Source: an optimization exercise on an open RTL-to-GDS flow (aim: small area, a short achievable clock period and few clock cycles per item). Production flows keep margins and buffers that such runs may drop. RTL that was checked went through simulation tests only; none was proved equivalent to the original. Function not checked in runs 1 to 4: the RTL went through the layout flow alone. Power is estimated from default activity; no workload was simulated.

[flow/design.v]
package ex_pkg;
	typedef logic [32-1:0]     word_t;
	typedef logic [2*32-1:0]   dword_t;
	typedef logic [5-1:0] reg_addr_t;
	typedef logic [8-1:0]    aluop_t;
	typedef logic [3-1:0]   alusel_t;
	typedef enum logic [1:0] {
		UNIT_ALU,
		UNIT_MUL,
		UNIT_HI_LO_WRITE,
		UNIT_NONE
	} unit_e;
	typedef enum logic [1:0] {
		ST_IDLE,
		ST_MUL_WAIT,
		ST_ACK
	} res_state_e;
endpackage
`timescale 1ns/1ps
module ex_decode (
	input  logic [2:0] alusel_i,
	input  logic [7:0] aluop_i,
	output logic       plain_o,      
	output logic       movz_o,
	output logic       movn_o,
	output logic       addov_o,      
	output logic       hilo_rd_o,    
	output logic       mthi_o,
	output logic       mtlo_o,
	output logic       mul_o,        
	output logic       mul_hilo_o,   
	output logic       mul_wr_o      
);
	always_comb begin
		plain_o    = 1'b0;
		movz_o     = 1'b0;
		movn_o     = 1'b0;
		addov_o    = 1'b0;
		hilo_rd_o  = 1'b0;
		mthi_o     = 1'b0;
		mtlo_o     = 1'b0;
		mul_o      = 1'b0;
		mul_hilo_o = 1'b0;
		mul_wr_o   = 1'b0;
		case (alusel_i)
			3'b001: begin
				case (aluop_i)
					8'b0010_0101, 8'b0101_1010, 8'b0010_0100, 8'b0101_1001,
					8'b0010_0110, 8'b0101_1011, 8'b0010_0111, 8'b0101_1100: plain_o = 1'b1;
					default: ;
				endcase
			end
			3'b010: begin
				case (aluop_i)
					8'b0111_1100, 8'b0000_0100, 8'b0000_0010, 8'b0000_0110, 8'b0000_0011, 8'b0000_0111: plain_o = 1'b1;
					default: ;
				endcase
			end
			3'b011: begin
				case (aluop_i)
					8'b0001_0000, 8'b0001_0010: begin
						plain_o   = 1'b1;
						hilo_rd_o = 1'b1;
					end
					8'b0000_1010:           movz_o  = 1'b1;
					8'b0000_1011:           movn_o  = 1'b1;
					8'b0001_0001:           mthi_o  = 1'b1;
					8'b0001_0011:           mtlo_o  = 1'b1;
					default: ;
				endcase
			end
			3'b100: begin
				case (aluop_i)
					8'b0010_0001, 8'b0101_0110, 8'b0010_0011, 8'b0010_1010, 8'b0101_0111,
					8'b0010_1011, 8'b0101_1000, 8'b1011_0000, 8'b1011_0001: plain_o = 1'b1;
					8'b0010_0000, 8'b0101_0101, 8'b0010_0010:            addov_o = 1'b1;
					8'b0001_1000, 8'b0001_1001: begin
						mul_o      = 1'b1;
						mul_hilo_o = 1'b1;
					end
					8'b1010_1001: begin
						mul_o    = 1'b1;
						mul_wr_o = 1'b1;
					end
					default: ;
				endcase
			end
			default: ;
		endcase
	end
endmodule
`timescale 1ns/1ps
module alu_core (
	input  logic [2:0]  alusel_i,
	input  logic [7:0]  aluop_i,
	input  logic [31:0] reg1_i,
	input  logic [31:0] reg2_i,
	input  logic [31:0] hi_i,
	input  logic [31:0] lo_i,
	input  logic        hi_ok_i,     
	input  logic        lo_ok_i,
	output logic [31:0] result_o,
	output logic        ovf_o,       
	output logic        b_zero_o     
);
	logic [7:0]  op;
	logic [31:0] a;
	logic [31:0] b;
	assign op = aluop_i;
	assign a  = reg1_i;
	assign b  = reg2_i;
	logic        sub;
	logic        slt_sel;
	logic        slt_uns;
	logic [31:0] g0, p0, r;
	logic [32:0] c;              
	logic        lt;
	assign sub     = op[1] ? (~op[6] | op[0]) : (op[6] & op[3]);
	assign slt_sel = op[6] ? (op[3] | (op[1] & op[0])) : op[3];
	assign slt_uns = op[6] ? op[3] : op[0];
	logic [33:0] sum_w;
	assign p0 = (a ^ b) ^ {32{sub}};
	assign g0 = '0;
	assign sum_w = {1'b0, a, 1'b1} + {1'b0, b ^ {32{sub}}, sub};
	assign c[31:0] = sum_w[32:1] ^ p0;
	assign c[32] = sum_w[33];
	assign r = p0 ^ c[31:0];
	assign ovf_o = c[31] ^ c[32];
	assign lt    = slt_uns ? ~c[32] : (r[31] ^ ovf_o);
	logic [3:0]  tt;
	logic [31:0] lres;
	always_comb begin
		case (alusel_i[1:0])
			2'b01: begin
				if (op[6]) begin
					case (op[2:0])
						3'b001:  tt = 4'b1000;   
						3'b010:  tt = 4'b1110;   
						3'b011:  tt = 4'b0110;   
						default: tt = 4'b1100;   
					endcase
				end else begin
					case (op[1:0])
						2'b00:   tt = 4'b1000;   
						2'b01:   tt = 4'b1110;   
						2'b10:   tt = 4'b0110;   
						default: tt = 4'b0001;   
					endcase
				end
			end
			2'b11:   tt = 4'b1100;               
			default: tt = 4'b1010;               
		endcase
		for (int i = 0; i < 32; i++)
			lres[i] = tt[{a[i], b[i]}];
	end
	logic        left;
	logic        fill;
	logic [4:0]  s;
	logic [4:0]  rot;
	logic [31:0] y;
	logic [31:0] ml;             
	logic [31:0] keep;
	logic [31:0] sres;
	assign left = ~op[1] & alusel_i[1] & ~alusel_i[0];
	assign s    = a[4:0];
	assign rot  = left ? (5'd0 - s) : s;
	assign fill = ~left & op[0] & b[31];
	always_comb begin
		logic [31:0] t;
		t = b;
		for (int k = 0; k < 5; k++)
			if (rot[k])
				t = (t >> (1 << k)) | (t << (32 - (1 << k)));
		y = t;
	end
	always_comb begin
		logic [31:0] m;
		m = 32'd0;
		m[0] = ~s[0];
		m[1] = 1'b1;
		for (int k = 1; k < 5; k++) begin
			logic [31:0] nm;
			nm = 32'd0;
			for (int i = 0; i < (1 << k); i++) begin
				nm[i]            = ~s[k] & m[i];
				nm[i + (1 << k)] = ~s[k] | m[i];
			end
			m = nm;
		end
		ml = m;
	end
	always_comb begin
		for (int i = 0; i < 32; i++) begin
			keep[i] = left ? ml[i] : ml[31 - i];
			sres[i] = keep[i] ? y[i] : fill;
		end
	end
	logic [31:0] cv;
	logic [7:0]  nz;         
	logic [1:0]  np [8];     
	logic [5:0]  cnt;
	logic clo;
	assign clo = op[0] & op[7] & alusel_i[2];
	assign cv  = clo ? ~a : a;
	always_comb begin
		for (int k = 0; k < 8; k++) begin
			logic [3:0] n;
			n = cv[31 - 4*k -: 4];
			nz[k] = (n == 4'd0);
			np[k] = n[3] ? 2'd0 : n[2] ? 2'd1 : n[1] ? 2'd2 : 2'd3;
		end
		cnt = 6'd32;
		for (int k = 7; k >= 0; k--)
			if (!nz[k])
				cnt = {1'b0, 3'(k), np[k]};
	end
	logic sel_lu, sel_sh, sel_add, sel_lt, sel_cnt, sel_hl;
	logic sel_hi, sel_lo;
	always_comb begin
		sel_lu  = 1'b0;
		sel_sh  = 1'b0;
		sel_add = 1'b0;
		sel_lt  = 1'b0;
		sel_cnt = 1'b0;
		sel_hl  = 1'b0;
		case (alusel_i[1:0])
			2'b01: sel_lu = 1'b1;
			2'b10: sel_sh = 1'b1;
			2'b11: begin
				if (op[4] & ~op[0])
					sel_hl = 1'b1;
				else
					sel_lu = 1'b1;
			end
			default: begin
				if (op[7]) begin
					if (op[4])
						sel_cnt = 1'b1;
					else
						sel_lu = 1'b1;
				end else if (op[4] & ~op[6])
					sel_lu = 1'b1;
				else if (slt_sel)
					sel_lt = 1'b1;
				else
					sel_add = 1'b1;
			end
		endcase
	end
	assign sel_hi = sel_hl & ~op[1] & hi_ok_i;
	assign sel_lo = sel_hl & op[1] & lo_ok_i;
	assign result_o = ({32{sel_lu}}  & lres) |
	                  ({32{sel_sh}}  & sres) |
	                  ({32{sel_add}} & r) |
	                  ({32{sel_hi}}  & hi_i) |
	                  ({32{sel_lo}}  & lo_i) |
	                  {26'd0, {6{sel_cnt}} & cnt} |
	                  {31'd0, sel_lt & lt};
	assign b_zero_o = (b == 32'd0);
endmodule
`timescale 1ns/1ps
module mul_iter (
	input  logic        clk,
	input  logic        busy_i,      
	input  logic        first_i,     
	input  logic        last_i,      
	input  logic        signed_i,
	input  logic [31:0] a_i,         
	input  logic [7:0]  bits_i,      
	output logic [7:0]  lo_bits_o,   
	output logic [31:0] hi_o         
);
	localparam int D = 4;            
	localparam int T = 34 + 2*D;     
	localparam logic [63:0] KSUM = (64'd1 << 33) + (64'd1 << 33) + (64'd1 << 35) +
		(64'd1 << 37) + (64'd1 << 39);
	localparam logic [T-1:0] K = T'(64'd0 - KSUM);
	logic [33:0] acc;
	logic [33:0] acc_in;
	logic [32:0] am;                  
	logic [33:0] am1;
	logic [33:0] am2;
	logic        sgn;                 
	logic        prev;                
	logic [8:0]  bw;
	always_ff @(posedge clk) begin
		if (!busy_i) begin
			am  <= {signed_i & a_i[31], a_i};
			sgn <= signed_i;
		end
		prev <= busy_i & bits_i[7];
	end
	assign am1    = {am[32], am};
	assign am2    = {am, 1'b0};
	assign acc_in = first_i ? 34'd0 : acc;
	assign bw     = {bits_i, prev};
	logic [33:0] pp  [D];
	logic [D-1:0] neg;
	always_comb begin
		for (int j = 0; j < D; j++) begin
			logic one, two;
			logic [2:0] g;
			g      = bw[2*j +: 3];
			one    = g[0] ^ g[1];
			two    = (g[2] & ~g[1] & ~g[0]) | (~g[2] & g[1] & g[0]);
			neg[j] = g[2];
			pp[j]  = ({34{one}} & am1) | ({34{two}} & am2);
			pp[j]  = pp[j] ^ {34{neg[j]}};
		end
	end
	logic corr;
	assign corr = last_i & ~sgn & bits_i[7];
	logic [T-1:0] r0, r1, r2, r3, r4, r5;
	assign r0 = {K[T-1:34], ~acc_in[33], acc_in[32:0]};
	assign r1 = T'({~pp[0][33], pp[0][32:0]});
	assign r2 = T'({~pp[1][33], pp[1][32:0]}) << 2;
	assign r3 = T'({~pp[2][33], pp[2][32:0]}) << 4;
	assign r4 = T'({~pp[3][33], pp[3][32:0]}) << 6;
	assign r5 = (T'({32{corr}} & am[31:0]) << 8) |
		T'({1'b0, neg[3], 1'b0, neg[2], 1'b0, neg[1], 1'b0, neg[0]});
	function automatic logic [2*T-1:0] csa(input logic [T-1:0] x, input logic [T-1:0] y,
			input logic [T-1:0] z);
		logic [T-1:0] s, c;
		s = x ^ y ^ z;
		c = ((x & y) | (x & z) | (y & z)) << 1;
		csa = {c, s};
	endfunction
	logic [T-1:0] s1a, c1a, s1b, c1b, s2, c2, s3, c3, tree;
	assign {c1a, s1a} = csa(r0, r1, r2);
	assign {c1b, s1b} = csa(r3, r4, r5);
	assign {c2, s2}   = csa(s1a, c1a, s1b);
	assign {c3, s3}   = csa(s2, c2, c1b);
	always_comb begin
		logic [T-1:0] g, p, gn, pn;
		g = s3 & c3;
		p = s3 ^ c3;
		for (int l = 0; l < 6; l++) begin
			gn = g;
			pn = p;
			for (int i = (2 << l) - 1; i < T; i += (2 << l)) begin
				gn[i] = g[i] | (p[i] & g[i - (1 << l)]);
				pn[i] = p[i] & p[i - (1 << l)];
			end
			g = gn;
			p = pn;
		end
		for (int l = 4; l >= 0; l--) begin
			gn = g;
			pn = p;
			for (int i = 3 * (1 << l) - 1; i < T; i += (2 << l)) begin
				gn[i] = g[i] | (p[i] & g[i - (1 << l)]);
				pn[i] = p[i] & p[i - (1 << l)];
			end
			g = gn;
			p = pn;
		end
		tree = (s3 ^ c3) ^ {g[T-2:0], 1'b0};
	end
	assign lo_bits_o = tree[7:0];
	assign hi_o      = tree[39:8];
	always_ff @(posedge clk)
		acc <= tree[T-1:8];
endmodule
`timescale 1ns/1ps
module ex_result (
	input  logic        clk,
	input  logic        rst,
	input  logic        req_i,
	input  logic        plain_i,
	input  logic        movz_i,
	input  logic        movn_i,
	input  logic        addov_i,
	input  logic        hilo_rd_i,
	input  logic        mthi_i,
	input  logic        mtlo_i,
	input  logic        mul_i,
	input  logic        mul_hilo_i,
	input  logic        mul_wr_i,
	input  logic [31:0] alu_result_i,
	input  logic        alu_ovf_i,
	input  logic        b_zero_i,
	input  logic [7:0]  mul_lo_bits_i,
	input  logic [31:0] mul_hi_i,
	input  logic [31:0] reg1_i,
	input  logic [4:0]  wd_i,
	input  logic        wreg_i,
	output logic        mul_busy_o,
	output logic        mul_first_o,
	output logic        mul_last_o,
	output logic [7:0]  mul_bits_o,
	output logic [31:0] hi_o,
	output logic [31:0] lo_o,
	output logic        hi_ok_o,     
	output logic        lo_ok_o,     
	output logic        ack_o,
	output logic [31:0] wdata_o,
	output logic [4:0]  wd_o,
	output logic        wreg_o,
	output logic        overflow_o
);
	logic        busy;       
	logic        fg;         
	logic [1:0]  step;
	logic        last;
	logic        go;         
	logic        wb_en;
	logic [31:0] wdata_d;
	logic        hi_we;
	logic        lo_we;
	assign last        = busy & (step == 2'd3);
	assign go          = ~ack_o & req_i &
		(~busy | (~fg & ~(mul_i | hilo_rd_i | mthi_i | mtlo_i)));
	assign mul_busy_o  = busy;
	assign mul_first_o = (step == 2'd0);
	assign mul_last_o  = last;
	assign mul_bits_o  = fg ? wdata_o[7:0] : lo_o[7:0];
	assign wb_en = wreg_i & (plain_i | mul_wr_i | (movz_i & b_zero_i) |
		(movn_i & ~b_zero_i) | (addov_i & ~alu_ovf_i));
	assign wdata_d = (busy & fg) ? {mul_lo_bits_i, wdata_o[31:8]} : alu_result_i;
	assign hi_we = (go & mthi_i) | (last & ~fg);
	assign lo_we = (go & (mtlo_i | mul_hilo_i)) | (busy & ~fg);
	always_ff @(posedge clk) begin
		if (rst) begin
			ack_o <= 1'b0;
			busy  <= 1'b0;
			fg    <= 1'b0;
			step  <= 2'd0;
			hi_ok_o <= 1'b0;
			lo_ok_o <= 1'b0;
		end else begin
			if (ack_o) begin
				if (!req_i)
					ack_o <= 1'b0;
			end else if (go) begin
				ack_o <= ~mul_wr_i;
			end else if (last & fg) begin
				ack_o <= 1'b1;
			end
			if (busy) begin
				step <= step + 2'd1;
				if (last)
					busy <= 1'b0;
			end else if (go & mul_i) begin
				busy <= 1'b1;
				fg   <= mul_wr_i;
				step <= 2'd0;
			end
			if (hi_we)
				hi_ok_o <= 1'b1;
			if (lo_we)
				lo_ok_o <= 1'b1;
		end
	end
	always_ff @(posedge clk) begin
		if (hi_we)
			hi_o <= busy ? mul_hi_i : reg1_i;
		if (lo_we)
			lo_o <= busy ? {mul_lo_bits_i, lo_o[31:8]} : alu_result_i;
	end
	always_ff @(posedge clk) begin
		if (!ack_o)
			wdata_o <= wdata_d;
		wreg_o     <= wb_en;
		wd_o       <= wb_en ? wd_i : 5'd0;
		overflow_o <= addov_i & alu_ovf_i;
	end
endmodule
`timescale 1ns/1ps
module ex_unit (
	input  logic      clk,
	input  logic      rst,
	input  logic      req_i,
	output logic      ack_o,
	input  ex_pkg::alusel_t   alusel_i,
	input  ex_pkg::aluop_t    aluop_i,
	input  ex_pkg::word_t     reg1_i,
	input  ex_pkg::word_t     reg2_i,
	input  ex_pkg::reg_addr_t wd_i,
	input  logic      wreg_i,
	output ex_pkg::word_t     wdata_o,
	output ex_pkg::reg_addr_t wd_o,
	output logic      wreg_o,
	output logic      overflow_o
);
	logic        plain, movz, movn, addov, hilo_rd, mthi, mtlo, mul, mul_hilo, mul_wr;
	logic [31:0] alu_result;
	logic        alu_ovf;
	logic        b_zero;
	logic        mul_busy;
	logic        mul_first;
	logic        mul_last;
	logic [7:0]  mul_bits;
	logic        mul_signed;
	logic [7:0]  mul_lo_bits;
	logic [31:0] mul_hi;
	logic [31:0] hi_q;
	logic [31:0] lo_q;
	logic        hi_ok;
	logic        lo_ok;
	ex_decode u_decode (
		.alusel_i   (alusel_i),
		.aluop_i    (aluop_i),
		.plain_o    (plain),
		.movz_o     (movz),
		.movn_o     (movn),
		.addov_o    (addov),
		.hilo_rd_o  (hilo_rd),
		.mthi_o     (mthi),
		.mtlo_o     (mtlo),
		.mul_o      (mul),
		.mul_hilo_o (mul_hilo),
		.mul_wr_o   (mul_wr)
	);
	alu_core u_alu (
		.alusel_i (alusel_i),
		.aluop_i  (aluop_i),
		.reg1_i   (reg1_i),
		.reg2_i   (reg2_i),
		.hi_i     (hi_q),
		.lo_i     (lo_q),
		.hi_ok_i  (hi_ok),
		.lo_ok_i  (lo_ok),
		.result_o (alu_result),
		.ovf_o    (alu_ovf),
		.b_zero_o (b_zero)
	);
	assign mul_signed = ~aluop_i[0] | aluop_i[7];
	mul_iter u_mul (
		.clk       (clk),
		.busy_i    (mul_busy),
		.first_i   (mul_first),
		.last_i    (mul_last),
		.signed_i  (mul_signed),
		.a_i       (reg1_i),
		.bits_i    (mul_bits),
		.lo_bits_o (mul_lo_bits),
		.hi_o      (mul_hi)
	);
	ex_result u_result (
		.clk           (clk),
		.rst           (rst),
		.req_i         (req_i),
		.plain_i       (plain),
		.movz_i        (movz),
		.movn_i        (movn),
		.addov_i       (addov),
		.hilo_rd_i     (hilo_rd),
		.mthi_i        (mthi),
		.mtlo_i        (mtlo),
		.mul_i         (mul),
		.mul_hilo_i    (mul_hilo),
		.mul_wr_i      (mul_wr),
		.alu_result_i  (alu_result),
		.alu_ovf_i     (alu_ovf),
		.b_zero_i      (b_zero),
		.mul_lo_bits_i (mul_lo_bits),
		.mul_hi_i      (mul_hi),
		.reg1_i        (reg1_i),
		.wd_i          (wd_i),
		.wreg_i        (wreg_i),
		.mul_busy_o    (mul_busy),
		.mul_first_o   (mul_first),
		.mul_last_o    (mul_last),
		.mul_bits_o    (mul_bits),
		.hi_o          (hi_q),
		.lo_o          (lo_q),
		.hi_ok_o       (hi_ok),
		.lo_ok_o       (lo_ok),
		.ack_o         (ack_o),
		.wdata_o       (wdata_o),
		.wd_o          (wd_o),
		.wreg_o        (wreg_o),
		.overflow_o    (overflow_o)
	);
endmodule
[flow/flow/run.sh]
#!/bin/bash
# The standard layout, except that the port buffers are buf_2 cells
# (ORFS's default choice is a clkdlybuf4s50_1 delay cell on every port),
# and the timing repair aims for setup slack well above zero
bash standard.sh BUFFER_PORTS_ARGS="-buffer_cell sky130_fd_sc_hd__buf_2" \
	SETUP_SLACK_MARGIN=17.5 finish > standard.log 2>&1
[flow/standard.sh]
#!/bin/bash
# synth_recipe.tcl (not shown) runs the flow's synth.tcl, then flattens the netlist and writes it again
# the make line also repeats each setting of config.mk as NAME=value (left out here)
make -C /OpenROAD-flow-scripts/flow DESIGN_CONFIG=/design/flow/config.mk WORK_HOME=/design/flow/orfs CLKGATE_MAP_FILE= SYNTH_SCRIPT=/design/flow/synth_recipe.tcl "${@:-finish}"
[flow/config.mk]
export PLATFORM = sky130hd
export DESIGN_NAME = ex_unit
export DESIGN_NICKNAME = ex_unit
export VERILOG_FILES = /design/flow/design.v
export SDC_FILE = /design/flow/constraint.sdc
export NUM_CORES = 4
export LEC_CHECK = 0
export ABC_AREA = 1
export CAP_MARGIN = 20
export CORE_MARGIN = 2
export CORE_UTILIZATION = 40
export SLEW_MARGIN = 20
[flow/constraint.sdc]
create_clock -name core_clock -period 26.0 [get_ports {clk}]
set_input_delay 5.2000 -clock core_clock [delete_from_list [all_inputs] [get_ports {clk}]]
set_output_delay 5.2000 -clock core_clock [all_outputs]
set_load 0.01 [all_outputs]
==> results_dict.tcl, run 1 <==
set metrics [dict create \
    drt-initial-drc-count 2378 \
    synth_flop_cell "edfxtp_1" \
    cts_inserted_buffers 17 \
    hold_depth 2 \
    hold_path_class "reg2reg" \
    grt_pass1_vias 21220 \
    numPortBuffers 123 \
    yosysTopAreaCell "edfxtp_1" \
    ff2ff_path_depth 30 \
    netlist-cell-type-count 54 \
    cp_data_arrival_time_ns 8.79 \
    rsz0062_at_grt "true" \
    ctsHoldBuffers 0 \
    slew_headroom_pct 42.09 \
    drv_cap 0 \
    p_leak_nw 11.39 \
    drive_above_1_share_pct 8.801 \
    ys_async_sr_fraction_pct 0 \
    cp_slowest_cell "a21oi_1" \
    io_pins 124 \
    cp_max_fo 18 \
    final-instance-count-excl-fill 3941 \
    cpMostUsedCell "nand2_1" \
    start_util_pct 40.40 \
    synth_top_area_share_pct 17.54 \
    critPathCaptureType "flip-flop" \
    wire_per_inst_um 23.60 \
    core.rowCount 86 \
    fillers 5835 \
    viasPerCell 5.720 \
    firstDrtPassIters 5 \
    synth_edf_count 130 \
    syn2layout_area_growth_pct 9.602 \
    clk_latency_ns 0.48 \
    dp_cells 3891 \
    n_antenna_cell 0 \
    tritoncts_num_sinks 179 \
    drcViolationCount 0 \
    h-tree-depth 4 \
    cp_num_buf_inv 3 \
    grt_max_degree 71 \
    fmax_mhz 118.6 \
    crit_chain "buf_2 -> inv_1 -> nand3_4 -> nand2_8 -> xor2_1 -> inv_1 -> ha_1 -> a21oi_1 -> o21ai_0 -> a21oi_1 -> nand2_1 -> nand2_1 -> nand2_2 -> a21boi_0 -> o21ai_0 -> a21oi_1 -> nand3b_1 -> nand2_1 -> nand2_1" \
    clk_pin_slew_ns 0.08 \
    worst_pin_slew_ns 0.8620 \
    hold_viol 0 \
    grt_use_total_pct 32.27 \
    synthesis.nets 3456 \
    ys_warn_count 6 \
    crit_family "compound AO/OA/AOI/OAI gates" \
    coreArea_mm2 0.05509 \
    start_kind "primary input" \
    ys_ff_latch 179 \
    fin_nets 3505 \
    required_ns 26.35 \
    fin_crit_sh_pct 32.44 \
    syn_inst 3131 \
    routabilityCongestion 1.058 \
    grt_pass1_wl_mm 136.5 \
    slowest_delay_ns 0.43 \
    antenna_found_initial 0 \
    cp.depth 19 \
    dp_hpwl_mm 71.84 \
    ir_worst_vdd_v 0.00004708 \
    syn-mean-instance-area_um2 7.108 \
    skew_ns 0.01729 \
    ys_seq_area_share_pct 21.95 \
    critPathKind "in2reg" \
    clock_path_buffers 2 \
    gr-total-overflow 0 \
    tns_ns 0 \
    multiInputGateArea_mm2 0.01512 \
    setup_viol 0 \
    die_w_um 239.9 \
    dieArea_mm2 0.05754 \
    synth_area_leaders "edfxtp_1 18%, fa_1 13%, nand2_1 12%" \
    cts_tree "built" \
    fp.dieH_um 239.9 \
    ant_nets 0 \
    syn_area_mm2 0.02226 \
    powerDensity_mw_per_mm2 50.84 \
    drv_slew 0 \
    cts_root_buf "clkbuf_16" \
    num_vias 22540 \
    yosysMostFrequentCell "nand2_1" \
    status "no timing/DRC/antenna violations" \
    ff_latch_area_mm2 0.004887 \
    min_period_ns 8.434 \
    synth_common_cells "707 x nand2_1, 463 x inv_1, 242 x o21ai_0" \
    routed_wl_mm 93.00 \
]
==> placed cells by master, fill, tap and decap left out, types with 123 or more instances in the layout <==
master / n
nand2_1: 705
inv_1: 460
o21ai_0: 230
xor2_1: 195
nand3_1: 182
nor2_1: 164
a21oi_1: 148
fa_1: 148
o22ai_1: 131
edfxtp_1: 130
buf_2: 123
==> power by group <==
group          leakage [nW]  internal [mW]  switching, mW
sequential             1.68          0.351         0.0211
combinational          9.42          0.193          0.400
clock                 0.294          0.131          0.144
==> worst paths after layout <==
path,start,end,slack [ns]
worst max-delay path,aluop_i[0],u_result.lo_o[19]$_DFFE_PP_,17.57
worst min register to register,u_result.step[1]$_SDFFE_PP0P_,u_result.step[1]$_SDFFE_PP0P_,0.50
worst min-delay path,u_result.step[1]$_SDFFE_PP0P_,u_result.step[1]$_SDFFE_PP0P_,0.50
worst max register to register,u_result.fg$_SDFFE_PP0P_,u_result.hi_o[30]$_DFFE_PP_,18.23
==> layer usage <==
metal	global-route usage (%)	wire length [um]	vias up
met1	41.79	36570	10640
li1	-	-	10450
met2	50.45	41160	1183
met5	0	0	-
met3	5.396	8255	272
met4	19.67	7012	0
==> per-stage QoR <==
stage	setup slack, ns	hold slack, ns	power (mW)	utilization (%)	instance area [um2]
3_5_place_dp	16.72	0.4883	0.9541	42.71	23530
2_1_floorplan	17.58	0.4475	0.7393	-	22260
6_report	17.57	0.4996	1.240	44.28	24390
5_1_grt	17.44	0.5290	1.321	44.28	24390
4_1_cts	17.46	0.5036	1.230	43.83	24150
3_3_place_gp	16.73	0.4750	0.9531	42.71	23530
==> registers in the layout, summed over array words and instances (netlist names), 2 cells and up <==
name              count
u_result.wd_o         5
u_result.wdata_o     32
u_result.lo_o        32
u_result.hi_o        32
u_mul.am             33
u_mul.acc            34
u_result.step         2
==> cells by family (layout without fill, tap and decap cells) <==
group | Yosys count | in the layout | share of synthesized area [%]
simple gates | 1179 | 1181 | 22.28
compound gates | 689 | 690 | 17.88
buf+inv | 632 | 691 | 11.01
fa+ha+maj | 241 | 241 | 18.54
xor+xnor | 205 | 205 | 8.067
flops | 179 | 179 | 21.95
mux | 6 | 6 | 0.2699
==> worst min-delay path: cells and delay by family (launching register included) <==
kind / cells / cell delay, ns
AND/OR/NAND/NOR: 1 / 0.07
flip-flops: 1 / 0.33
AO/OA/AOI/OAI: 1 / 0.05
==> area by class of cell <==
| cell class | count | share of cell area, % |
|---|---|---|
| sequential | 179 | 20.03 |
| multi-input combinational | 2323 | 61.97 |
| tap | 748 | 3.837 |
| timing repair buffer | 174 | 4.160 |
| inverter | 484 | 7.530 |
| clock buffer | 17 | 1.744 |
| timing repair inverter | 1 | 0.02052 |
| clock inverter | 15 | 0.7027 |
==> repair_timing <==
action	4_1_cts	5_1_grt
hold endpoints to repair	0	0
buffers inserted	0	14
cloned	1	3
resized for setup	5	32
pin swaps	1	4
setup endpoints to repair	78	95
==> run 2, diff against run 1 <==
==> flow/flow/run.sh (replaced) <==
#!/bin/bash
# The standard layout, except that the port buffers are buf_2 cells
# (ORFS's default choice is a clkdlybuf4s50_1 delay cell on every port),
# and the timing repair aims for setup slack well above zero
bash standard.sh BUFFER_PORTS_ARGS="-buffer_cell sky130_fd_sc_hd__buf_2" \
	SETUP_SLACK_MARGIN=18.5 finish > standard.log 2>&1
==> run 2 against run 1 <==
  * Setup slack better by 0.67 ns
  * Clock-buffer cell count up 2
  * Largest power group unchanged
  * Global-route usage up 1.2 points
  * Non-clock buffer count up 78
  * Final cell count up 2.2%
  * Combinational power up 22%
  * Sequential power about the same
  * Still clean on timing, DRC and antenna
  * Routed wire length up 6.2%
  * Design area up 12%
  * Utilization up 5.5 points
==> results_dict.tcl, run 2 <==
set metrics [dict create \
    status "no timing/DRC/antenna violations" \
    fmax_mhz 128.8 \
    slowest_delay_ns 0.32 \
    r2r_slack_ns 19.12 \
    min_period_ns 7.764 \
    largest-register "u_mul.acc" \
    die_w_um 239.9 \
    utilization_pct 49.76 \
    fp.dieH_um 239.9 \
    antenna_found_initial 1 \
    largest_reg_flops 34 \
    syn-mean-instance-area_um2 7.108 \
    synth_flop_cell "edfxtp_1" \
    cp_slowest_cell "ha_4" \
    final-instance-count-excl-fill 4028 \
    reg_top3 "u_mul.acc: 34 flops, u_mul.am: 33 flops" \
    synth_top_area_share_pct 17.54 \
    dp_hpwl_mm 71.74 \
    ys_async_sr_fraction_pct 0 \
    setup_viol 0 \
    clk_latency_ns 0.48 \
    cp_data_arrival_time_ns 8.01 \
    numPortBuffers 123 \
    io_pins 124 \
    cts_tree "built" \
    ys_ff_latch 179 \
    crit_chain "buf_12 -> clkinv_8 -> nand3_4 -> buf_12 -> nand2_8 -> buf_8 -> xor2_1 -> inv_1 -> ha_4 -> nand2_2 -> o21bai_4 -> a21oi_2 -> o21ai_2 -> nand2_1 -> nand2_2 -> nand4_1 -> nand2_1 -> nand2_1 -> nand3_2 -> nand3_1 -> nand2_1 -> nand2_1" \
    required_ns 26.24 \
    ys_warn_count 6 \
    tritoncts_num_sinks 179 \
    fin_crit_sh_pct 29.86 \
    ff_latch_area_mm2 0.004890 \
    ir_worst_vdd_v 0.00003799 \
    grt_pass1_vias 21800 \
    core.rowCount 86 \
    synth_xor_area_share_pct 8.067 \
    hold_path_class "reg2reg" \
    critPathLaunch "aluop_i[0]" \
    cp_max_fo 5 \
    cpMostUsedCell "nand2_1" \
    skew_ns 0.01645 \
    drv_slew 0 \
    tns_ns 0 \
    synth_common_cells "707 x nand2_1, 463 x inv_1, 242 x o21ai_0" \
    synth_edf_count 130 \
    slew_headroom_pct 29.43 \
    coreArea_mm2 0.05509 \
    synthesis.nets 3456 \
    viasPerCell 5.851 \
    drive_above_1_share_pct 20.19 \
    dieArea_mm2 0.05754 \
    netlist-cell-type-count 54 \
    cts_root_buf "clkbuf_16" \
    final_cell_mix "633 x nand2_1, 435 x inv_1, 201 x o21ai_0" \
    grt_use_total_pct 33.47 \
    fin_nets 3591 \
    hold_viol 0 \
    whs_ns 0.4906 \
    p_leak_nw 12.28 \
    multiInputGateArea_mm2 0.01710 \
    yosysMostFrequentCell "nand2_1" \
    synth_area_leaders "edfxtp_1 18%, fa_1 13%, nand2_1 12%" \
    grt_max_degree 94 \
    clk_pin_slew_ns 0.08 \
    synth.area.mux_share_pct 0.2698 \
    ant_nets 0 \
    powerDensity_mw_per_mm2 50.06 \
    drv_cap 0 \
    wire_per_inst_um 24.52 \
    synth_top_family_by_area "simple AND/OR/NAND/NOR gates" \
    worst_pin_slew_ns 1.057 \
    hp-start "u_result.step[1]$_SDFFE_PP0P_" \
    drt-initial-drc-count 2984 \
    num_vias 23570 \
    h-tree-depth 4 \
    synthSimpleGateAreaFrac_pct 22.28 \
    crit_end "u_result.wdata_o[26]$_DFFE_PN_" \
    critPathKind "in2reg" \
    rsz0062_at_grt "true" \
    drcViolationCount 0 \
    clock_path_buffers 2 \
    fillers 5500 \
    cts_inserted_buffers 17 \
    routabilityCongestion 1.024 \
    synth-compound-area-share_pct 17.88 \
    timing.rr.start "u_result.fg$_SDFFE_PP0P_" \
    layout_commonest_cell "nand2_1" \
    firstDrtPassIters 6 \
    syn_area_mm2 0.02226 \
    ff2ff_path_depth 32 \
    routed_wl_mm 98.76 \
    syn2layout_area_growth_pct 23.17 \
    critPathCaptureType "flip-flop" \
    grt_pass1_wl_mm 141.3 \
    syn_inst 3131 \
    fin_ws_ns 18.24 \
    r2r-end "u_result.hi_o[30]$_DFFE_PP_" \
    ys_seq_area_share_pct 21.95 \
    dp_cells 3883 \
    ctsHoldBuffers 0 \
    dp_slack_ns 16.80 \
    start_kind "primary input" \
    synthAdderAreaFrac_pct 18.54 \
    gr-total-overflow 0 \
    yosysTopAreaCell "edfxtp_1" \
    start_util_pct 40.40 \
]
==> run 2: cell counts after synthesis <==
Identical to the previous run, type by type.
==> run 2: repair_timing <==
| action | in CTS | in global routing |
|---|---|---|
| setup endpoints to repair | 131 | 100 |
| pin swaps | 72 | 90 |
| cloned | 9 | 6 |
| buffers inserted | 64 | 33 |
| resized for setup | 296 | 235 |
==> run 2: area by class of cell <==
type                            instances  share of cell area (%)
Inverter                              484                   7.047
Timing Repair inverter                  3                 0.08672
Timing Repair Buffer                  252                   6.993
Antenna cell                            1                0.009129
Sequential cell                       179                   17.84
Clock inverter                         13                  0.5523
Clock buffer                           19                   1.693
Multi-Input combinational cell       2329                   62.37
Tap cell                              748                   3.414
==> run 2: how the worst min path moves through the flow <==
| stage | endpoint | slack (ns) | cells past startpoint |
|---|---|---|---|
| after floorplan | u_result.hi_ok_o$_SDFFE_PP0P_ | 0.45 | 2 |
| after global placement | u_result.step[1]$_SDFFE_PP0P_ | 0.47 | 2 |
| after detailed placement | u_result.step[1]$_SDFFE_PP0P_ | 0.48 | 2 |
| after CTS | u_result.step[1]$_SDFFE_PP0P_ | 0.50 | 2 |
| after global routing | u_result.step[1]$_SDFFE_PP0P_ | 0.53 | 2 |
| final | u_result.step[1]$_SDFFE_PP0P_ | 0.49 | 2 |
==> run 2: cell families after synthesis <==
kind of cell,count (synthesis)
fa+ha+maj,241
flops,179
buf+inv,632
mux,6
compound gates,689
simple gates,1179
xor+xnor,205
==> run 2: critical path, delay by kind of cell <==
family | cells | cell delay (ns)
xor gates and xnor gates | 1 | 0.14
AOI/OAI and AO/OA | 3 | 0.50
buffers and inverters | 5 | 0.55
adders and majority gates | 1 | 0.32
and+or+nand+nor | 12 | 1.29
==> run 2: report_power, final <==
| group | internal [mW] | switching, mW | leakage [nW] | total [mW] |
|---|---|---|---|---|
| clock network | 0.138 | 0.140 | 0.305 | 0.279 |
| registers | 0.351 | 0.0207 | 1.68 | 0.372 |
| logic | 0.256 | 0.466 | 10.3 | 0.722 |
==> run 2: per-stage QoR <==
step	power [mW]	area [um2]
after floorplan	0.7459	22450
after global placement	0.9573	23620
after detailed placement	0.9607	23620
after CTS	1.303	26090
after global routing	1.446	27410
final	1.372	27410
==> run 2: layer usage <==
layer	up-vias	routed length, um	GRT usage [%]
met3	366	9001	5.132
met1	11190	38010	43.19
met4	0	8740	22.91
met5	-	0	0
met2	1400	43000	51.71
li1	10620	-	-
==> run 3, diff against run 2 <==
==> flow/flow/run.sh (replaced) <==
#!/bin/bash
# The standard layout, except that the port buffers are buf_2 cells
# (ORFS's default choice is a clkdlybuf4s50_1 delay cell on every port),
# and the timing repair aims for setup slack well above zero
bash standard.sh BUFFER_PORTS_ARGS="-buffer_cell sky130_fd_sc_hd__buf_2" \
	SETUP_SLACK_MARGIN=18 finish > standard.log 2>&1
==> run 3 against run 2 <==
  * Still clean
  * Combinational power shrank 13%
  * Die area unchanged
  * Design area down 8.2%
  * Clock skew decreased by 0.0013 ns
  * Via count fell by 2.7%
  * Global-route usage down 0.84 points
  * Largest power group unchanged
==> results_dict.tcl, run 3 <==
set metrics [dict create \
    cp_slowest_cell "or2_1" \
    timing.rr.start "u_result.fg$_SDFFE_PP0P_" \
    powerDensity_mw_per_mm2 50.67 \
    drv_cap 0 \
    required_ns 26.24 \
    ys_seq_area_share_pct 21.95 \
    dp_hpwl_mm 70.22 \
    synth_area_leaders "edfxtp_1 18%, fa_1 13%, nand2_1 12%" \
    viasPerCell 5.772 \
    status "no timing/DRC/antenna violations" \
    crit_chain "buf_2 -> clkinvlp_4 -> ha_1 -> ha_1 -> inv_1 -> o21ai_4 -> buf_4 -> buf_4 -> nand2_1 -> o21ai_0 -> or2_1 -> nand3_1 -> nand3b_1 -> nand3_1 -> nand3_1 -> nand2_1 -> nand2_1" \
    critPathCaptureType "flip-flop" \
    syn2layout_area_growth_pct 13.09 \
    yosysTopAreaCell "edfxtp_1" \
    drv_slew 0 \
    hold_end "u_result.step[1]$_SDFFE_PP0P_" \
    fp.dieH_um 239.9 \
    cts_inserted_buffers 17 \
    cp_data_arrival_time_ns 8.19 \
    fin_nets 3534 \
    fin_ws_ns 18.05 \
    final_cell_mix "693 x nand2_1, 457 x inv_1, 217 x o21ai_0" \
    synth_flop_cell "edfxtp_1" \
    core.rowCount 86 \
    skew_ns 0.01514 \
    grt_pass1_vias 21400 \
    antenna_found_initial 3 \
    ys_async_sr_fraction_pct 0 \
    tns_ns 0 \
    firstDrtPassIters 7 \
    crit_family "buffers and inverters" \
    layout_commonest_cell "nand2_1" \
    h-tree-depth 4 \
    ant_nets 0 \
    cts_root_buf "clkbuf_16" \
    whs_ns 0.4861 \
    num_vias 22920 \
    dieArea_mm2 0.05754 \
    reg_top3 "u_mul.acc: 34 flops, u_mul.am: 33 flops" \
    drive_above_1_share_pct 11.95 \
    setup_viol 0 \
    dp_slack_ns 16.76 \
    fillers 5767 \
    clk_latency_ns 0.49 \
    cp_max_fo 9 \
    numPortBuffers 123 \
    grt_pass1_wl_mm 138.1 \
    io_pins 124 \
    ff2ff_path_depth 32 \
    clock_path_buffers 2 \
    yosysMostFrequentCell "nand2_1" \
    synth_common_cells "707 x nand2_1, 463 x inv_1, 242 x o21ai_0" \
    syn_inst 3131 \
    netlist-cell-type-count 54 \
    ir_worst_vdd_v 0.00005558 \
    critPathKind "in2reg" \
    fmax_mhz 125.8 \
    largest-register "u_mul.acc" \
    routabilityCongestion 1.058 \
    cts_tree "built" \
    ff_latch_area_mm2 0.004890 \
    start_kind "primary input" \
    slowest_delay_ns 0.33 \
    syn-mean-instance-area_um2 7.108 \
    gr-total-overflow 0 \
    ctsHoldBuffers 0 \
    drt-initial-drc-count 3079 \
    ys_ff_latch 179 \
    slew_headroom_pct 32.98 \
    utilization_pct 45.68 \
    synth_top_area_share_pct 17.54 \
    r2r-end "u_result.hi_o[31]$_DFFE_PP_" \
    wire_per_inst_um 23.72 \
    synthesis.nets 3456 \
    start_util_pct 40.40 \
    grt_max_degree 71 \
    drcViolationCount 0 \
    fin_crit_sh_pct 30.56 \
    min_period_ns 7.946 \
    die_w_um 239.9 \
    hold_viol 0 \
    cp_num_buf_inv 5 \
    multiInputGateArea_mm2 0.01555 \
    grt_use_total_pct 32.63 \
    coreArea_mm2 0.05509 \
    largest_reg_flops 34 \
    syn_area_mm2 0.02226 \
    hp-start "u_result.step[1]$_SDFFE_PP0P_" \
    r2r_slack_ns 18.59 \
    rsz0062_at_grt "true" \
    tritoncts_num_sinks 179 \
    hold_depth 2 \
    ys_warn_count 6 \
    hold_path_class "reg2reg" \
    synth_edf_count 130 \
    p_leak_nw 11.64 \
    worst_pin_slew_ns 1.004 \
    clk_pin_slew_ns 0.08 \
    routed_wl_mm 94.21 \
]
[run 3: worst max-delay path by stage]
stage | from | endpoint | slack [ns] | depth (start not counted)
6_report | reg1_i[1] | u_result.wdata_o[15]$_DFFE_PN_ | 18.05 | 17
5_1_grt | aluop_i[0] | u_result.wd_o[4]$_SDFF_PN0_ | 17.98 | 22
4_1_cts | aluop_i[0] | u_result.lo_o[0]$_DFFE_PP_ | 17.99 | 19
3_5_place_dp | reg1_i[0] | u_result.lo_o[13]$_DFFE_PP_ | 16.76 | 16
3_3_place_gp | reg1_i[0] | u_result.wdata_o[13]$_DFFE_PN_ | 16.79 | 16
2_1_floorplan | aluop_i[3] | u_result.lo_o[20]$_DFFE_PP_ | 17.98 | 21
[run 3: cells by family after synthesis]
logic type                 share of synthesized area (%)
xor gates and xnor gates                           8.067
buffers and inverters                              11.01
AOI/OAI and AO/OA                                  17.88
DFF                                                21.95
adders and majority gates                          18.54
muxes                                             0.2699
and+or+nand+nor                                    22.28
[run 3: metrics by stage]
step / total power, mW / std cells / cell area [um2]
2_1_floorplan: 0.7398 / 3131 / 22280
3_3_place_gp: 0.9456 / 3888 / 23520
3_5_place_dp: 0.9501 / 3888 / 23520
4_1_cts: 1.240 / 3943 / 24520
5_1_grt: 1.351 / 3970 / 25170
6_report: 1.275 / 3971 / 25170
[run 3: timing repair]
| item | 4_1_cts | 5_1_grt |
|---|---|---|
| pin swaps | 8 | 20 |
| gates cloned | 3 | 1 |
| endpoints found under the setup margin | 116 | 96 |
| gates resized for setup | 51 | 111 |
| buffers inserted | 20 | 26 |
[run 3: where the power goes]
group / total [mW] / switching (mW) / internal [mW]
sequential: 0.371 / 0.0197 / 0.351
combinational: 0.627 / 0.416 / 0.211
clock: 0.278 / 0.147 / 0.131
total: 1.28 / 0.583 / 0.693
[run 3: layout make-up]
class / count / area share, %
Tap cell: 748 / 3.718
Clock buffer: 17 / 1.690
Clock inverter: 15 / 0.7457
Timing Repair Buffer: 203 / 5.230
Sequential cell: 179 / 19.43
Inverter: 484 / 7.362
Multi-Input combinational cell: 2323 / 61.79
Timing Repair inverter: 1 / 0.02983
Antenna cell: 1 / 0.009942
[run 3: tightest hold or removal path: cells and delay by family (launching register included)]
family / cells / cell delay (ns)
simple gates: 1 / 0.07
flops: 1 / 0.33
compound gates: 1 / 0.05
[run 3: routing by layer]
layer / global-route usage (%) / vias to the layer above / part of all wire, %
li1: - / 10480 / -
met1: 42.28 / 10730 / 38
met2: 49.86 / 1391 / 43
met3: 5.614 / 317 / 9.9
met4: 22.00 / 0 / 8.5
met5: 0 / - / 0
==> run 4, diff against run 3 <==
--- a/flow/config.mk
+++ b/flow/config.mk
@@ -8,5 +8,5 @@
 export ABC_AREA = 1
 export CAP_MARGIN = 20
 export CORE_MARGIN = 2
-export CORE_UTILIZATION = 40
+export CORE_UTILIZATION = 55
 export SLEW_MARGIN = 20
==> run 4 against run 3 <==
  * Still clean on timing, DRC and antenna
  * Non-clock buffer count shrank 7
  * Register-to-register slack worse by 0.18 ns
  * Setup slack barely moved
  * Utilization up 17 points
  * Power grew 1.4%
  * Via count up 4.8%
  * Design area decreased by 0.59%
  * Die area decreased by 27%
  * Hold slack better by 0.018 ns
  * Clock skew is 0.0024 ns lower
  * Largest power group unchanged
==> results_dict.tcl, run 4 <==
set metrics [dict create \
    h-tree-depth 4 \
    die_w_um 205.2 \
    wire_per_inst_um 25.88 \
    final_cell_mix "689 x nand2_1, 452 x inv_1, 216 x o21ai_0" \
    slew_headroom_pct 28.76 \
    required_ns 26.24 \
    synth_flop_cell "edfxtp_1" \
    ys_warn_count 6 \
    fin_ws_ns 18.05 \
    fmax_mhz 125.9 \
    syn_area_mm2 0.02226 \
    layout_commonest_cell "nand2_1" \
    synth-compound-area-share_pct 17.88 \
    tns_ns 0 \
    largest_reg_flops 34 \
    yosysTopAreaCell "edfxtp_1" \
    cp_num_buf_inv 5 \
    antenna_found_initial 3 \
    hold_path_class "reg2reg" \
    largest-register "u_mul.acc" \
    drv_cap 0 \
    drv_slew 0 \
    cpMostUsedCell "nand2_1" \
    rsz0062_at_grt "true" \
    clock_path_buffers 2 \
    grt_use_total_pct 45.90 \
    synthAdderAreaFrac_pct 18.54 \
    p_leak_nw 11.60 \
    synth_common_cells "707 x nand2_1, 463 x inv_1, 242 x o21ai_0" \
    critPathCaptureType "flip-flop" \
    fillers 3530 \
    postPlaceCellArea_mm2 0.02321 \
    reg_top3 "u_mul.acc: 34 flops, u_mul.am: 33 flops" \
    coreArea_mm2 0.03982 \
    syn2layout_area_growth_pct 12.42 \
    core.rowCount 73 \
    drive_above_1_share_pct 12.68 \
    crit_chain "clkbuf_4 -> inv_4 -> nand3_4 -> nand2_8 -> buf_12 -> xor2_1 -> inv_1 -> ha_2 -> nand2_1 -> nand2_1 -> o21bai_2 -> nand2_1 -> nand2_1 -> or2_2 -> inv_1 -> o21ai_2 -> or2_2 -> a21oi_4 -> o21ai_1 -> nand2_1 -> nand2_1" \
    synth.area.mux_share_pct 0.2698 \
    routed_wl_mm 96.95 \
    synthSimpleGateAreaFrac_pct 22.28 \
    ir_worst_vdd_v 0.00005024 \
    clk_latency_ns 0.48 \
    grt_max_degree 71 \
    clk_pin_slew_ns 0.08 \
    synth_edf_count 130 \
    num_vias 24030 \
    grt_pass1_wl_mm 142.0 \
    utilization_pct 62.83 \
    synth_top_area_share_pct 17.54 \
    slowest_delay_ns 0.33 \
    syn-mean-instance-area_um2 7.108 \
    io_pins 124 \
    cp_max_fo 8 \
    gr-total-overflow 0 \
    cts_inserted_buffers 17 \
    ys_async_sr_fraction_pct 0 \
    synth_area_leaders "edfxtp_1 18%, fa_1 13%, nand2_1 12%" \
    grt_pass1_vias 22840 \
    synthesis.nets 3456 \
    ys_ff_latch 179 \
    drt-initial-drc-count 3427 \
    routabilityCongestion 1.083 \
    tritoncts_num_sinks 179 \
    critPathKind "in2reg" \
    synth_xor_area_share_pct 8.067 \
    powerDensity_mw_per_mm2 51.68 \
    viasPerCell 6.415 \
    postLayoutCellArea_mm2 0.02502 \
    dp_slack_ns 16.57 \
    whs_ns 0.5046 \
    min_period_ns 7.946 \
    final-instance-count-excl-fill 3746 \
    drcViolationCount 0 \
    cp_slowest_cell "or2_2" \
    cts_root_buf "clkbuf_16" \
    hold_viol 0 \
    dp_cells 3662 \
    fin_crit_sh_pct 30.56 \
    start_kind "primary input" \
    p_total_mw 1.293 \
    start_util_pct 55.89 \
    cp_data_arrival_time_ns 8.19 \
    ant_nets 0 \
    skew_ns 0.01276 \
    dieArea_mm2 0.04209 \
    fin_nets 3529 \
    worst_pin_slew_ns 1.067 \
    ctsHoldBuffers 0 \
    synth_top_family_by_area "simple AND/OR/NAND/NOR gates" \
    setup_viol 0 \
    status "no timing/DRC/antenna violations" \
    cts_tree "built" \
    yosysMostFrequentCell "nand2_1" \
    netlist-cell-type-count 54 \
    crit_family "simple AND/OR/NAND/NOR gates" \
    fp.dieH_um 205.2 \
    numPortBuffers 123 \
    firstDrtPassIters 9 \
    ys_seq_area_share_pct 21.95 \
    dp_hpwl_mm 72.55 \
    syn_inst 3131 \
]
[run 4: cells by family (layout without fill, tap and decap cells)]
kind of cell	after synthesis	count (layout)
muxes	6	6
AOI/OAI and AO/OA	689	690
adders and majority gates	241	241
other	0	4
and+or+nand+nor	1179	1182
buffers and inverters	632	714
DFF	179	179
xor gates and xnor gates	205	205
[run 4: repair_timing]
action,4_1_cts,5_1_grt
endpoints found under the setup margin,123,82
pin swaps,10,15
hold endpoints to repair,0,0
setup buffers,21,19
resized for setup,64,129
cloned,5,2
[run 4: final timing paths]
check	start	slack (ns)	cells after the start	endpoint
worst max-delay path	aluop_i[0]	18.05	21	u_result.wdata_o[12]$_DFFE_PN_
worst min register to register	u_result.step[1]$_SDFFE_PP0P_	0.50	2	u_result.step[1]$_SDFFE_PP0P_
worst min-delay path	u_result.step[1]$_SDFFE_PP0P_	0.50	2	u_result.step[1]$_SDFFE_PP0P_
worst max register to register	u_result.fg$_SDFFE_PP0P_	18.41	34	u_result.hi_o[31]$_DFFE_PP_
[run 4: area by class of cell]
class | count | area (um2) | share of cell area, %
timing repair inverter | 2 | 12.51 | 0.05000
clock inverter | 12 | 137.6 | 0.5501
multi-input combinational | 2324 | 15700 | 62.75
sequential | 179 | 4890 | 19.54
tap | 525 | 656.9 | 2.625
antenna | 4 | 10.01 | 0.04000
inverter | 484 | 1858 | 7.426
clock buffer | 20 | 446.7 | 1.785
timing repair buffer | 196 | 1310 | 5.236
[run 4: worst register-to-register path: cells and delay by family (launching register included)]
family / cells / cell delay (ns)
buffers and inverters: 6 / 1.20
AO/OA/AOI/OAI: 7 / 1.19
adder cells (fa/ha/maj): 5 / 2.27
AND/OR/NAND/NOR: 14 / 1.78
XOR/XNOR: 2 / 0.37
flip-flops: 1 / 0.52
[run 4: power by group]
part	switching (mW)	internal (mW)	leakage, nW
sequential	0.0187	0.351	1.68
combinational	0.438	0.216	9.63
clock	0.130	0.139	0.285
total	0.587	0.706	11.6
[run 4: layer usage]
layer | share of wire [%] | vias up | routed length, um | track usage [%]
met1 | 35 | 11230 | 34090 | 56.73
li1 | - | 10510 | - | -
met4 | 8.8 | 4 | 8486 | 32.12
met3 | 13 | 448 | 12170 | 10.55
met2 | 44 | 1831 | 42180 | 70.95
met5 | 0.025 | - | 24 | 0
==> run 5, diff against run 4 <==
--- a/flow/design.v
+++ b/flow/design.v
@@ -164,7 +164,11 @@
 	logic [31:0] sres;
 	assign left = ~op[1] & alusel_i[1] & ~alusel_i[0];
 	assign s    = a[4:0];
-	assign rot  = left ? (5'd0 - s) : s;
+	assign rot[0] = s[0];
+	assign rot[1] = s[1] ^ (left & s[0]);
+	assign rot[2] = s[2] ^ (left & (|s[1:0]));
+	assign rot[3] = s[3] ^ (left & (|s[2:0]));
+	assign rot[4] = s[4] ^ (left & (|s[3:0]));
 	assign fill = ~left & op[0] & b[31];
 	always_comb begin
 		logic [31:0] t;
--- a/flow/config.mk
+++ b/flow/config.mk
@@ -8,5 +8,5 @@
 export ABC_AREA = 1
 export CAP_MARGIN = 20
 export CORE_MARGIN = 2
-export CORE_UTILIZATION = 55
+export CORE_UTILIZATION = 40
 export SLEW_MARGIN = 20
==> run 5 against run 4 <==
  * Still clean on timing, DRC and antenna
  * Power down 2.2%
  * Utilization down 17 points
  * Critical path depth unchanged
  * Die area up 37%
  * Non-clock buffer count down 14
  * Global-route usage down 13 points
  * Maximum frequency up 0.54%
  * Area after synthesis about the same
  * Final cell count up 5.3%
  * Clock-buffer cell count down 3
  * Largest power group unchanged
==> results_dict.tcl, run 5 <==
set metrics [dict create \
    status "no timing/DRC/antenna violations" \
    largest-register "u_mul.acc" \
    slew_headroom_pct 34.54 \
    ys_async_sr_fraction_pct 0 \
    r2r-end "u_result.hi_o[31]$_DFFE_PP_" \
    gr-total-overflow 0 \
    synth_flop_cell "edfxtp_1" \
    ir_worst_vdd_v 0.00005877 \
    rsz0062_at_grt "true" \
    fin_crit_sh_pct 30.40 \
    power.switching_mw 0.5786 \
    routed_wl_mm 94.43 \
    critPathKind "in2reg" \
    n_antenna_cell 0 \
    power_frac_clock_pct 22.4 \
    hold_end "u_result.step[1]$_SDFFE_PP0P_" \
    ff2ff_path_depth 33 \
    final_cell_mix "655 x nand2_1, 455 x inv_1, 219 x nand3_1" \
    viasPerCell 5.785 \
    clock_path_buffers 2 \
    sw_frac_of_total_pct 45.74 \
    utilization_pct 45.34 \
    fmax_mhz 126.5 \
    crit_chain "buf_2 -> inv_4 -> nand3_4 -> nand2_8 -> xor2_1 -> inv_1 -> ha_2 -> nand2_1 -> inv_1 -> nand3_1 -> nand2_2 -> inv_1 -> o21ai_4 -> a21o_1 -> nand2_1 -> nand2_1 -> nand2_1 -> nand3_1 -> nand3_1 -> nand2_1 -> nand2_1" \
    antenna_found_initial 2 \
    hold_depth 2 \
    dp_hpwl_mm 72.36 \
    start_kind "primary input" \
    cp_slowest_cell "ha_2" \
    coreArea_mm2 0.05509 \
    final-instance-count-excl-fill 3945 \
    fin_nets 3505 \
    fillers 5705 \
    die_w_um 240.0 \
    synth_top_area_share_pct 17.53 \
    critPathCaptureType "flip-flop" \
    power_frac_seq_pct 29.4 \
    yosysMostFrequentCell "nand2_1" \
    ys_seq_area_share_pct 21.93 \
    worst_pin_slew_ns 0.9820 \
    cts_inserted_buffers 17 \
    routabilityCongestion 1.046 \
    grt_pass1_vias 21700 \
    syn-mean-instance-area_um2 7.125 \
    dp_cells 3885 \
    cts_tree "built" \
    hold_viol 0 \
    grt_use_total_pct 32.91 \
    yosysTopAreaCell "edfxtp_1" \
    h-tree-depth 4 \
    grt_pass1_wl_mm 138.5 \
    power_frac_comb_pct 48.2 \
    synth_area_leaders "edfxtp_1 18%, fa_1 13%, nand2_1 11%" \
    dieArea_mm2 0.05758 \
    num_vias 22820 \
    setup_viol 0 \
    start_util_pct 40.43 \
    tns_ns 0 \
    p_leak_nw 11.45 \
    min_period_ns 7.903 \
    cp_max_fo 8 \
    ant_nets 0 \
    skew_ns 0.02468 \
    powerDensity_mw_per_mm2 50.64 \
    drv_cap 0 \
    hold_path_class "reg2reg" \
    slowest_delay_ns 0.37 \
    drv_slew 0 \
    p_total_mw 1.265 \
    syn2layout_area_growth_pct 12.16 \
    grt_max_degree 89 \
    tritoncts_num_sinks 179 \
    fp.dieH_um 240.0 \
    core.rowCount 86 \
    layout_commonest_cell "nand2_1" \
    cp_data_arrival_time_ns 8.16 \
    ys_ff_latch 179 \
    reg_top3 "u_mul.acc: 34 flops, u_mul.am: 33 flops" \
    drive_above_1_share_pct 11.26 \
    required_ns 26.26 \
    drcViolationCount 0 \
    drt-initial-drc-count 2617 \
    ctsHoldBuffers 0 \
    io_pins 124 \
    netlist-cell-type-count 56 \
    syn_area_mm2 0.02227 \
    ys_warn_count 6 \
    r2r_slack_ns 18.47 \
    firstDrtPassIters 7 \
    synthesis.nets 3447 \
    largest_reg_flops 34 \
    cpMostUsedCell "nand2_1" \
    p_int_mw 0.6864 \
    timing.rr.start "u_result.fg$_SDFFE_PP0P_" \
    wire_per_inst_um 23.94 \
    critPathLaunch "aluop_i[0]" \
    synth_common_cells "661 x nand2_1, 459 x inv_1, 226 x nand3_1" \
    hp-start "u_result.step[1]$_SDFFE_PP0P_" \
    synth_edf_count 130 \
    clk_latency_ns 0.51 \
    syn_inst 3126 \
    clk_pin_slew_ns 0.09 \
    numPortBuffers 123 \
    cts_root_buf "clkbuf_16" \
]
==> run 5: cell families (layout without fill, tap and decap cells) <==
kind of cell,after synthesis,count (layout),synth area share (%)
adder cells (fa/ha/maj),237,237,18.30
AO/OA/AOI/OAI,662,662,17.26
flip-flops,179,179,21.93
multiplexers,4,4,0.1798
AND/OR/NAND/NOR,1211,1215,23.30
XOR/XNOR,203,204,8.017
buffers and inverters,630,696,11.01
==> run 5: what timing repair did <==
item | CTS | global route
setup endpoints to repair | 82 | 78
pin swaps | 5 | 15
cloned | 4 | 1
setup buffers | 9 | 14
resized for setup | 29 | 104
==> run 5: area by class of cell <==
class | count | area [um2] | area share, %
multi-input cells | 2322 | 15620 | 62.53
flip-flops and latches | 179 | 4886 | 19.56
inverters | 482 | 1828 | 7.318
repair buffers | 182 | 1096 | 4.388
well taps | 748 | 935.9 | 3.747
clock buffers | 17 | 425.4 | 1.703
clock inverters | 15 | 188.9 | 0.7564
==> run 5: through the flow <==
step | hold slack, ns | setup slack [ns] | cell area (um2)
floorplan | 0.4473 | 18.01 | 22280
global placement | 0.4746 | 17.00 | 23540
detailed placement | 0.4747 | 17.03 | 23540
CTS | 0.4869 | 17.98 | 24380
global route | 0.5374 | 17.98 | 24980
finish | 0.4899 | 18.10 | 24980
==> run 5: power groups by stage <==
stage	clock, mW	combinational, mW	sequential, mW
2_1_floorplan	0	0.362	0.371
3_3_place_gp	0	0.567	0.378
3_5_place_dp	0	0.567	0.378
4_1_cts	0.284	0.578	0.372
5_1_grt	0.295	0.673	0.374
6_report	0.284	0.610	0.371
==> run 5: how the worst max path moves through the flow <==
| stage | to | slack (ns) |
|---|---|---|
| 2_1_floorplan | u_result.lo_o[22]$_DFFE_PP_ | 18.01 |
| 3_3_place_gp | u_result.wdata_o[13]$_DFFE_PN_ | 17.00 |
| 3_5_place_dp | u_result.wdata_o[13]$_DFFE_PN_ | 17.03 |
| 4_1_cts | u_result.wdata_o[16]$_DFFE_PN_ | 17.98 |
| 5_1_grt | u_result.wdata_o[23]$_DFFE_PN_ | 17.98 |
| 6_report | u_result.wdata_o[17]$_DFFE_PN_ | 18.10 |
==> run 5: critical path: cells and delay by family <==
kind | cells | cell delay, ns
xor gates and xnor gates | 1 | 0.15
and+or+nand+nor | 12 | 1.48
buffers and inverters | 5 | 0.47
adders and majority gates | 1 | 0.37
AOI/OAI and AO/OA | 2 | 0.46
==> run 5: routing by layer <==
| metal | track usage (%) | vias up | share of wire, % |
|---|---|---|---|
| met5 | 0 | - | 0 |
| met2 | 51.30 | 1269 | 44 |
| met4 | 18.58 | 0 | 6.6 |
| met3 | 5.419 | 258 | 9.2 |
| met1 | 43.34 | 10830 | 40 |
| li1 | - | 10460 | - |
Testbench counts of run 5, summed over its fixed seeds: cycles 11,588, ops 4,800.
==> run 6, diff against run 5 <==
==> flow/run.sh (new file) <==
#!/bin/bash
# synth_recipe.tcl (not shown) runs the flow's synth.tcl, then flattens the netlist and writes it again
# the make line also repeats each setting of config.mk as NAME=value (left out here)
make -C /OpenROAD-flow-scripts/flow DESIGN_CONFIG=/design/flow/config.mk WORK_HOME=/design/flow/orfs CLKGATE_MAP_FILE= SYNTH_SCRIPT=/design/flow/synth_recipe.tcl finish
removed: flow/flow/run.sh
removed: flow/standard.sh
==> run 6 against run 5 <==
  * Global-route usage is essentially flat
  * Utilization shrank 0.33 points
  * Clock skew shrank 0.0044 ns
  * Design area shrank 0.73%
  * Power shrank 1.3%
  * Flip-flop and latch count is the same
  * Setup slack lost 1.9 ns
  * Synthesized cell count is the same
  * Critical endpoint is now u_result.lo_o[16]$_DFFE_PP_
  * Largest cell class unchanged
  * Largest power group unchanged
==> results_dict.tcl, run 6 <==
set metrics [dict create \
    ff_latch_area_mm2 0.004886 \
    ctsHoldBuffers 0 \
    final-instance-count-excl-fill 3924 \
    clk_pin_slew_ns 0.08 \
    grt_pass1_wl_mm 139.6 \
    io_pins 124 \
    postPlaceCellArea_mm2 0.02417 \
    synth_flop_cell "edfxtp_1" \
    post_cts_buffers 0 \
    syn2layout_area_growth_pct 11.34 \
    slowest_delay_ns 0.72 \
    grt_use_total_pct 32.95 \
    fin_crit_sh_pct 37.60 \
    grt_max_degree 89 \
    viasPerCell 5.874 \
    cts_tree "built" \
    syn_inst 3126 \
    critPathKind "in2reg" \
    num_vias 23050 \
    fp.dieH_um 240.0 \
    slew_headroom_pct 28.50 \
    largest_reg_flops 34 \
    postLayoutCellArea_mm2 0.02480 \
    p_total_mw 1.249 \
    hold_viol 0 \
    syn-mean-instance-area_um2 7.125 \
    antenna_found_initial 2 \
    dp_slack_ns 15.86 \
    cpMostUsedCell "inv_1" \
    die_w_um 240.0 \
    reg_top3 "u_mul.acc: 34 flops, u_mul.am: 33 flops" \
    rsz0062_at_grt "false" \
    netlist-cell-type-count 56 \
    numPortBuffers 123 \
    cts_resized 0 \
    start_kind "primary input" \
    final_cell_mix "661 x nand2_1, 458 x inv_1, 226 x nand3_1" \
    synth_common_cells "661 x nand2_1, 459 x inv_1, 226 x nand3_1" \
    fmax_mhz 102.3 \
    ys_ff_latch 179 \
    start_util_pct 40.43 \
    clock_path_buffers 2 \
    ant_nets 0 \
    core.rowCount 86 \
    dieArea_mm2 0.05758 \
    min_period_ns 9.777 \
    routed_wl_mm 95.13 \
    p_leak_nw 11.21 \
    skew_ns 0.02025 \
    cp_data_arrival_time_ns 10.01 \
    whs_ns 0.4956 \
    clk_latency_ns 0.50 \
    synth_area_leaders "edfxtp_1 18%, fa_1 13%, nand2_1 11%" \
    ir_worst_vdd_v 0.00004848 \
    ys_seq_area_share_pct 21.93 \
    crit_chain "clkdlybuf4s50_1 -> inv_2 -> nand2_2 -> nand2_4 -> xor2_1 -> inv_1 -> ha_1 -> nand2_1 -> nor2_1 -> inv_1 -> nor2_1 -> inv_1 -> nor3_1 -> a21oi_1 -> or2_2 -> nand3_1 -> nand4_1 -> inv_1 -> o21ai_1 -> nand2_1 -> nand2_1" \
    dp_hpwl_mm 74.37 \
    gr-total-overflow 0 \
    fin_ws_ns 16.22 \
    syn_area_mm2 0.02227 \
    tns_ns 0 \
    coreArea_mm2 0.05509 \
    yosysTopAreaCell "edfxtp_1" \
    ys_async_sr_fraction_pct 0 \
    cts_root_buf "clkbuf_16" \
    drive_above_1_share_pct 4.409 \
    critPathCaptureType "flip-flop" \
    cts_inserted_buffers 17 \
    synth_top_area_share_pct 17.53 \
    utilization_pct 45.01 \
    layout_commonest_cell "nand2_1" \
    drv_slew 0 \
    required_ns 26.23 \
    drcViolationCount 0 \
    dp_cells 3891 \
    wire_per_inst_um 24.24 \
    routabilityCongestion 1.031 \
    fillers 5720 \
    r2r_slack_ns 17.40 \
    multiInputGateArea_mm2 0.01500 \
    setup_viol 0 \
    largest-register "u_mul.acc" \
    fin_nets 3483 \
    drt-initial-drc-count 2817 \
    powerDensity_mw_per_mm2 50.36 \
    grt_pass1_vias 22130 \
    cp_slowest_cell "clkdlybuf4s50_1" \
    hold_path_class "reg2reg" \
    drv_cap 0 \
    yosysMostFrequentCell "nand2_1" \
    synth_edf_count 130 \
    ys_warn_count 6 \
    firstDrtPassIters 6 \
    worst_pin_slew_ns 1.061 \
    synthesis.nets 3447 \
    cp_max_fo 35 \
    h-tree-depth 4 \
    status "no timing/DRC/antenna violations" \
    tritoncts_num_sinks 179 \
]
-- run 6: path summary, 6_finish.rpt --
kind / startpoint / end / cells past startpoint
max: aluop_i[1] / u_result.lo_o[16]$_DFFE_PP_ / 21
min reg2reg: u_result.step[1]$_SDFFE_PP0P_ / u_result.step[1]$_SDFFE_PP0P_ / 2
max reg2reg: u_result.fg$_SDFFE_PP0P_ / u_result.hi_o[30]$_DFFE_PP_ / 33
min: u_result.step[1]$_SDFFE_PP0P_ / u_result.step[1]$_SDFFE_PP0P_ / 2
-- run 6: critical path: cells and delay by family --
family	cells	cell delay, ns
AO/OA/AOI/OAI	2	0.45
XOR/XNOR	1	0.19
adder cells (fa/ha/maj)	1	0.39
buffers and inverters	6	1.33
AND/OR/NAND/NOR	11	2.40
-- run 6: cell type report --
class	instances	area share, %
flip-flops and latches	179	19.70
diodes	1	0.01009
inverters	482	7.296
repair buffers	165	6.216
multi-input cells	2317	60.50
clock buffers	17	1.716
well taps	748	3.774
clock inverters	15	0.7871
-- run 6: cell families after synthesis --
family / after synthesis / share of synthesized area, %
muxes: 4 / 0.1798
buffers and inverters: 630 / 11.01
DFF: 179 / 21.93
and+or+nand+nor: 1211 / 23.30
xor gates and xnor gates: 203 / 8.017
AOI/OAI and AO/OA: 662 / 17.26
adders and majority gates: 237 / 18.30
-- run 6: power breakdown --
group | internal [mW] | switching [mW] | total [mW]
Combinational | 0.203 | 0.391 | 0.594
Sequential | 0.351 | 0.0218 | 0.373
Clock | 0.140 | 0.142 | 0.282
-- run 6: metal layers --
| metal | vias to the layer above | global-route usage, % | wire, um |
|---|---|---|---|
| li1 | 10400 | - | - |
| met1 | 11040 | 42.85 | 37090 |
| met2 | 1377 | 52.72 | 43180 |
| met3 | 227 | 5.786 | 9542 |
| met4 | 4 | 16.47 | 5295 |
| met5 | - | 0 | 26 |

==> what the ideal ports hide <==
In the flow no input, the clock included, has a driving cell. The finished layouts below were timed again as built, in two steps.
Step 1 assumes that a clkbuf_16 drives the clock port and a buf_2 every other input.
Step 2 adds t to the input delays and takes it off the output delays; t is the mean of the earliest and latest rising clock arrival at the registers after step 1. Input paths then give back, and output paths get back, about the clock's delay inside the block.
Three values: ideal, step 1, step 2; two values: the first two.
run	shift t [ns]	setup WS [ns]	worst setup path after step 2
run 1	0.538	17.566 / 17.606 / 17.069	input to register
run 2	0.536	18.236 / 18.238 / 17.701	input to register
run 3	0.536	18.054 / 18.076 / 17.540	input to register
run 4	0.532	18.054 / 18.085 / 17.553	input to register
run 5	0.550	18.097 / 18.128 / 17.579	input to register
run 6	0.552	16.223 / 16.245 / 15.693	input to register
After both steps setup and hold are still met in every run listed. For run 2, which loses most, drivers alone change the setup slack by +0.002 ns; drivers and shift together by -0.535 ns.
